What follows belongs to an exercise in optimizing a design on an open flow for a short achievable clock period and few clock cycles; a production flow would make more cautious choices. The RTL was checked by simulation tests, not by an equivalence proof against the original design. Power and IR drop assume default switching activity.

## 03-24
==> flow/design.v (excerpt) <==
module cpu_core #(
  parameter int NUM_REGS = cpu_pkg::NUM_REGS
) (
  input  logic               clk_i,
  input  logic               reset_2_r,
  input  cpu_pkg::instr_t    instr_i,
  output cpu_pkg::word_t     pc_o,
  output logic               wb_valid_o,
  output cpu_pkg::reg_addr_t wb_rd_o,
  output cpu_pkg::word_t     wb_data_o
);
  localparam int NF = 8;    
  logic [15:0]   pc_q;      
  logic [15:0]   pco_q;     
  assign pc_o = pco_q;
  logic [15:0]   f_next;
  logic          d_redir;   
  logic [15:0]   d_tgt;
  logic [NF-1:0] fv_q;
  logic [15:0]   fkey_q [NF];
  logic [15:0]   fkm1_q [NF];   
  logic [15:0]   ftgt_q [NF];
  logic [NF-1:0] fm_q;          
  logic          f_hit;
  logic [15:0]   f_fold;
  logic [NF-1:0] m_inc, m_fold;
  logic [NF-1:0] f_repl;        
  always_comb begin
    f_fold = '0;
    for (int i = 0; i < NF; i++) begin
      f_fold = f_fold | (fm_q[i] ? ftgt_q[i] : 16'h0000);
    end
  end
  assign f_hit = |fm_q;
  always_comb begin
    for (int i = 0; i < NF; i++) begin
      m_inc[i]  = fv_q[i] && (fkm1_q[i] == pc_q);
      m_fold[i] = fv_q[i] && (fkey_q[i] == f_fold);
    end
  end
  always_comb begin
    if (d_redir)    f_next = d_tgt;
    else if (f_hit) f_next = f_fold;
    else            f_next = pc_q + 16'd1;
  end
  always_ff @(posedge clk_i or posedge reset_2_r) begin
    if (reset_2_r) begin
      pc_q <= cpu_pkg::RESET_PC;
      fm_q <= '0;
    end else begin
      pc_q <= f_next;
      fm_q <= (d_redir ? '0 : f_hit ? m_fold : m_inc) & ~f_repl;
    end
  end
  always_ff @(posedge clk_i) begin
    pco_q <= reset_2_r ? cpu_pkg::RESET_PC : f_next;
  end
  logic        ir_v;
  logic [15:0] ir_q;
  logic [15:0] ir_pc;
  always_ff @(posedge clk_i or posedge reset_2_r) begin
    if (reset_2_r) ir_v <= 1'b0;
    else           ir_v <= !d_redir;
  end
  always_ff @(posedge clk_i) begin
    ir_q  <= instr_i;
    ir_pc <= pc_q;
  end
  logic [3:0] d_op;
  logic       d_wr, d_movi, d_addi, d_sub, d_usea, d_useb;
  logic [3:0] d_rd, d_rn, d_rm, d_ra;
  assign d_op    = ir_q[15:12];
  assign d_wr    = ir_v && (d_op >= 4'd1) && (d_op <= 4'd7);
  assign d_movi  = (d_op == 4'd6);
  assign d_addi  = (d_op == 4'd7);
  assign d_sub   = (d_op == 4'd2);
  assign d_usea  = (d_op >= 4'd1) && (d_op <= 4'd5) || d_addi;
  assign d_useb  = (d_op >= 4'd1) && (d_op <= 4'd5);
  assign d_rd    = ir_q[11:8];
  ...
Settings: LEC_CHECK=0, ABC_CLOCK_PERIOD_IN_PS=1500, CAP_MARGIN=20, CORE_MARGIN=2, CORE_UTILIZATION=35, SETUP_SLACK_MARGIN=4.3, SLEW_MARGIN=20; clock period 6.0 ns.
run.sh (not shown) runs the stock make flow with config.mk's settings and CLKGATE_MAP_FILE= SYNTH_SCRIPT=/design/flow/synth_recipe.tcl, a recipe that flattens the netlist after the stock synthesis.
03-24 finished every stage and its layout cleared the timing, DRC and antenna checks.
Testbench counts of 03-24, summed over its fixed seeds: cycles 10,280.
What 01-17 does differently from 03-24 at the input level:
-- flow/config.mk --
<<< 03-24, line 8
export ABC_CLOCK_PERIOD_IN_PS = 1500
>>> 01-17, line 8
export ABC_CLOCK_PERIOD_IN_PS = 2000
<<< 03-24, line 12
export SETUP_SLACK_MARGIN = 4.3
>>> 01-17, line 12
export SETUP_SLACK_MARGIN = 3.8
## What came out
01-17 — wire length of the first global-routing pass 7.2% lower, 03-24 as reference
Of 01-17 and 03-24, 03-24 shows the lower part of the cycle the worst path needs, with 01-17 above it.
01-17: total track usage lower than 03-24

The RTL this note starts from:
==> flow/design.v <==
package cpu_pkg;
  typedef logic [15:0] word_t;      
  typedef logic [15:0] instr_t;
  typedef logic [3:0]  reg_addr_t;
  typedef logic [15:0] imm_t;       
  typedef enum logic [3:0] {
    OP_NOP  = 4'd0,
    OP_ADD  = 4'd1,
    OP_SUB  = 4'd2,
    OP_AND  = 4'd3,
    OP_OR   = 4'd4,
    OP_XOR  = 4'd5,
    OP_MOVI = 4'd6,
    OP_ADDI = 4'd7,
    OP_B    = 4'd8
  } opcode_e;
  typedef enum logic {
    FWD_REG = 1'b0,   
    FWD_WB  = 1'b1    
  } fwd_sel_e;
  localparam word_t RESET_PC = 16'h0000;
  localparam int    NUM_REGS = 16;
endpackage
`timescale 1ns/1ns
module cpu_core #(
  parameter int NUM_REGS = cpu_pkg::NUM_REGS
) (
  input  logic               clk_i,
  input  logic               reset_2_r,
  input  cpu_pkg::instr_t    instr_i,
  output cpu_pkg::word_t     pc_o,
  output logic               wb_valid_o,
  output cpu_pkg::reg_addr_t wb_rd_o,
  output cpu_pkg::word_t     wb_data_o
);
  logic [15:0] pc_q;
  logic [3:0]  f_op;
  logic        f_isb;
  logic [15:0] f_tgt;
  logic [15:0] f_inc;
  logic [12:0] f_lo;      
  logic [3:0]  f_hi;
  assign pc_o  = pc_q;
  assign f_op  = instr_i[15:12];
  assign f_isb = (f_op == 4'd8);
  assign f_inc = pc_q + 16'd1;
  assign f_lo = {1'b0, pc_q[11:0]} + {1'b0, instr_i[11:0]};
  always_comb begin
    case ({instr_i[11], f_lo[12]})
      2'b01:   f_hi = pc_q[15:12] + 4'd1;
      2'b10:   f_hi = pc_q[15:12] - 4'd1;
      default: f_hi = pc_q[15:12];
    endcase
  end
  assign f_tgt = {f_hi, f_lo[11:0]};
  localparam int NF = 8;
  logic [NF-1:0] fv_q;
  logic [15:0]   fkey_q [NF];
  logic [15:0]   ftgt_q [NF];
  logic [NF-1:0] f_match;
  logic          f_hit;
  logic [15:0]   f_fold;
  always_comb begin
    f_fold = '0;
    for (int i = 0; i < NF; i++) begin
      f_match[i] = fv_q[i] && (fkey_q[i] == pc_q);
      f_fold     = f_fold | (f_match[i] ? ftgt_q[i] : 16'h0000);
    end
  end
  assign f_hit = |f_match;
  always_ff @(posedge clk_i or posedge reset_2_r) begin
    if (reset_2_r)  pc_q <= cpu_pkg::RESET_PC;
    else if (f_hit) pc_q <= f_fold;
    else if (f_isb) pc_q <= f_tgt;
    else            pc_q <= f_inc;
  end
  logic       f_wr, f_movi, f_addi, f_sub, f_usea, f_useb;
  logic [1:0] f_fn;       
  logic [3:0] f_rd, f_rn, f_rm, f_ra;
  assign f_wr   = (f_op >= 4'd1) && (f_op <= 4'd7);
  assign f_movi = (f_op == 4'd6);
  assign f_addi = (f_op == 4'd7);
  assign f_sub  = (f_op == 4'd2);
  assign f_usea = f_wr && !f_movi;
  assign f_useb = (f_op >= 4'd1) && (f_op <= 4'd5);
  assign f_fn   = (f_op == 4'd3) ? 2'd1 : (f_op == 4'd4) ? 2'd2 :
                  (f_op == 4'd5) ? 2'd3 : 2'd0;
  assign f_rd   = instr_i[11:8];
  assign f_rn   = instr_i[7:4];
  assign f_rm   = instr_i[3:0];
  assign f_ra   = f_addi ? f_rd : f_rn;
  logic [15:0]           lw_pc;
  logic                  lw_v, gap_q;
  logic [2:0]            fptr_q;   
  logic                  f_alloc;
  assign f_alloc = f_wr && lw_v && gap_q;
  always_ff @(posedge clk_i or posedge reset_2_r) begin
    if (reset_2_r) begin
      lw_v   <= 1'b0;
      gap_q  <= 1'b0;
      fptr_q <= '0;
      fv_q   <= '0;
    end else begin
      if (f_wr) begin
        lw_v  <= 1'b1;
        gap_q <= 1'b0;
      end else begin
        gap_q <= 1'b1;
      end
      if (f_alloc) begin
        fv_q[fptr_q] <= 1'b1;
        fptr_q       <= fptr_q + 1'b1;
      end
    end
  end
  always_ff @(posedge clk_i) begin
    if (f_wr) lw_pc <= pc_q;
    if (f_alloc) begin
      fkey_q[fptr_q] <= lw_pc;
      ftgt_q[fptr_q] <= pc_q;
    end
  end
  logic [7:0]          rlo_q [NUM_REGS];
  logic [7:0]          rhi_q [NUM_REGS];
  logic [NUM_REGS-1:0] rvlo_q, rvhi_q;
  logic [7:0]          rlo [NUM_REGS];
  logic [7:0]          rhi [NUM_REGS];
  always_comb begin
    for (int i = 0; i < NUM_REGS; i++) begin
      rlo[i] = rvlo_q[i] ? rlo_q[i] : 8'h00;
      rhi[i] = rvhi_q[i] ? rhi_q[i] : 8'h00;
    end
  end
  logic       el_wr;
  logic [3:0] el_rd, el_ra, el_rb;
  logic       el_movi, el_addi, el_sub, el_fa, el_fb;
  logic [1:0] el_fn;
  logic [7:0] el_a, el_b;
  always_ff @(posedge clk_i or posedge reset_2_r) begin
    if (reset_2_r) el_wr <= 1'b0;
    else           el_wr <= f_wr;
  end
  always_ff @(posedge clk_i) begin
    el_rd   <= f_rd;
    el_ra   <= f_ra;
    el_rb   <= f_rm;
    el_movi <= f_movi;
    el_addi <= f_addi;
    el_sub  <= f_sub;
    el_fn   <= f_fn;
    el_fa   <= el_wr && (el_rd == f_ra) && f_usea;
    el_fb   <= el_wr && (el_rd == f_rm) && f_useb;
    el_a    <= f_movi ? 8'h00 : f_addi ? rlo[f_rd] : rlo[f_rn];
    el_b    <= (f_movi || f_addi) ? instr_i[7:0] : rlo[f_rm];
  end
  logic [7:0] rl_q;       
  logic [7:0] l_a, l_b, l_res;
  logic [8:0] l_sum;
  assign l_a   = el_fa ? rl_q : el_a;
  assign l_b   = (el_fb ? rl_q : el_b) ^ {8{el_sub}};
  assign l_sum = {1'b0, l_a} + {1'b0, l_b} + {8'd0, el_sub};
  always_comb begin
    case (el_fn)
      2'd1:    l_res = l_a & l_b;
      2'd2:    l_res = l_a | l_b;
      2'd3:    l_res = l_a ^ l_b;
      default: l_res = l_sum[7:0];
    endcase
  end
  logic       eh_wr;
  logic [3:0] eh_rd;
  logic       eh_sub, eh_fa, eh_fb, eh_c;
  logic [1:0] eh_fn;
  logic [7:0] eh_a, eh_b;
  always_ff @(posedge clk_i or posedge reset_2_r) begin
    if (reset_2_r) begin
      eh_wr  <= 1'b0;
      rvlo_q <= '0;
    end else begin
      eh_wr <= el_wr;
      if (el_wr) rvlo_q[el_rd] <= 1'b1;
    end
  end
  always_ff @(posedge clk_i) begin
    rl_q   <= l_res;
    if (el_wr) rlo_q[el_rd] <= l_res;
    eh_rd  <= el_rd;
    eh_sub <= el_sub;
    eh_fn  <= el_fn;
    eh_fa  <= el_fa;
    eh_fb  <= el_fb;
    eh_c   <= l_sum[8];
    eh_a   <= el_movi ? 8'h00 : rhi[el_ra];
    eh_b   <= (el_movi || el_addi) ? 8'h00 : rhi[el_rb];
  end
  logic [7:0] rh_q;       
  logic [7:0] h_a, h_b, h_res;
  logic [7:0] h_sum;
  assign h_a   = eh_fa ? rh_q : eh_a;
  assign h_b   = (eh_fb ? rh_q : eh_b) ^ {8{eh_sub}};
  assign h_sum = h_a + h_b + {7'd0, eh_c};
  always_comb begin
    case (eh_fn)
      2'd1:    h_res = h_a & h_b;
      2'd2:    h_res = h_a | h_b;
      2'd3:    h_res = h_a ^ h_b;
      default: h_res = h_sum;
    endcase
  end
  logic        w_valid;
  logic [3:0]  w_rd;
  logic [15:0] w_data;
  always_ff @(posedge clk_i or posedge reset_2_r) begin
    if (reset_2_r) begin
      w_valid <= 1'b0;
      rvhi_q  <= '0;
    end else begin
      w_valid <= eh_wr;
      if (eh_wr) rvhi_q[eh_rd] <= 1'b1;
    end
  end
  always_ff @(posedge clk_i) begin
    rh_q <= h_res;
    if (eh_wr) begin
      rhi_q[eh_rd] <= h_res;
      w_rd         <= eh_rd;
      w_data       <= {h_res, rl_q};
    end
  end
  assign wb_valid_o = w_valid;
  assign wb_rd_o    = w_rd;
  assign wb_data_o  = w_data;
endmodule
make LEC_CHECK=0 ABC_CLOCK_PERIOD_IN_PS=1700 CAP_MARGIN=20 CORE_MARGIN=2 CORE_UTILIZATION=45 SETUP_SLACK_MARGIN=4.3 SLEW_MARGIN=20 finish   # period 6.0 ns
The starting point passed the timing, DRC and antenna checks.
Testbench counts at the start, summed over its fixed seeds: cycles 10,021.
Edit:
--- a/flow/config.mk
+++ b/flow/config.mk
@@ -7,7 +7,7 @@
 export LEC_CHECK = 0
-export ABC_CLOCK_PERIOD_IN_PS = 1700
+export ABC_CLOCK_PERIOD_IN_PS = 2000
 export CAP_MARGIN = 20
 export CORE_MARGIN = 2
-export CORE_UTILIZATION = 45
-export SETUP_SLACK_MARGIN = 4.3
+export CORE_UTILIZATION = 35
+export SETUP_SLACK_MARGIN = 4.0
 export SLEW_MARGIN = 20
Result:
- The changed run completed with no timing, DRC or antenna violations
- first-iteration DRC count falls by 7.6%
- design area came out lower by 5.3%
- power hardly moves
- clock skew hardly moves
- global-route usage goes down by 12 points
- core utilization came out lower by 17 points
- combinational power shrinks by about 3%

static timing again, ports no longer ideal:
How much do the figures lean on ideal ports? The routed layouts below were timed once more, with nothing changed but the port constraints. Step 1, drivers: a clkbuf_16 drives clk_i and a buf_2 each remaining input, both assumed. Step 2 times the ports against the registers' clock, not the clock port: input delays grow and output delays shrink by t, the midpoint of the rising clock arrivals with the driver on. Three values: no drivers, after step 1, after step 2; two values: the first two.
| run | t (ns) | setup WS [ns] | hold slack, ns | clock arrival spread, ns |
|---|---|---|---|---|
| 03-24 | 0.760 | 3.347 / 3.347 / 3.347 | 0.333 / 0.333 / 0.333 | 0.035 / 0.035 |
| 01-17 | 0.746 | 3.301 / 3.301 / 3.301 | 0.331 / 0.331 / 0.331 | 0.038 / 0.038 |
| the first run of note 2 | 0.716 | 2.380 / 2.402 / 1.686 | 0.447 / 0.447 / 0.447 | 0.032 / 0.031 |
| the second run of note 2 | 0.710 | 2.488 / 2.510 / 1.801 | 0.477 / 0.477 / 0.477 | 0.034 / 0.035 |
After both steps setup and hold are still met in every run listed. The setup slack of the first run of note 2, which loses most, moves by +0.022 ns with the drivers and by -0.694 ns with both steps.
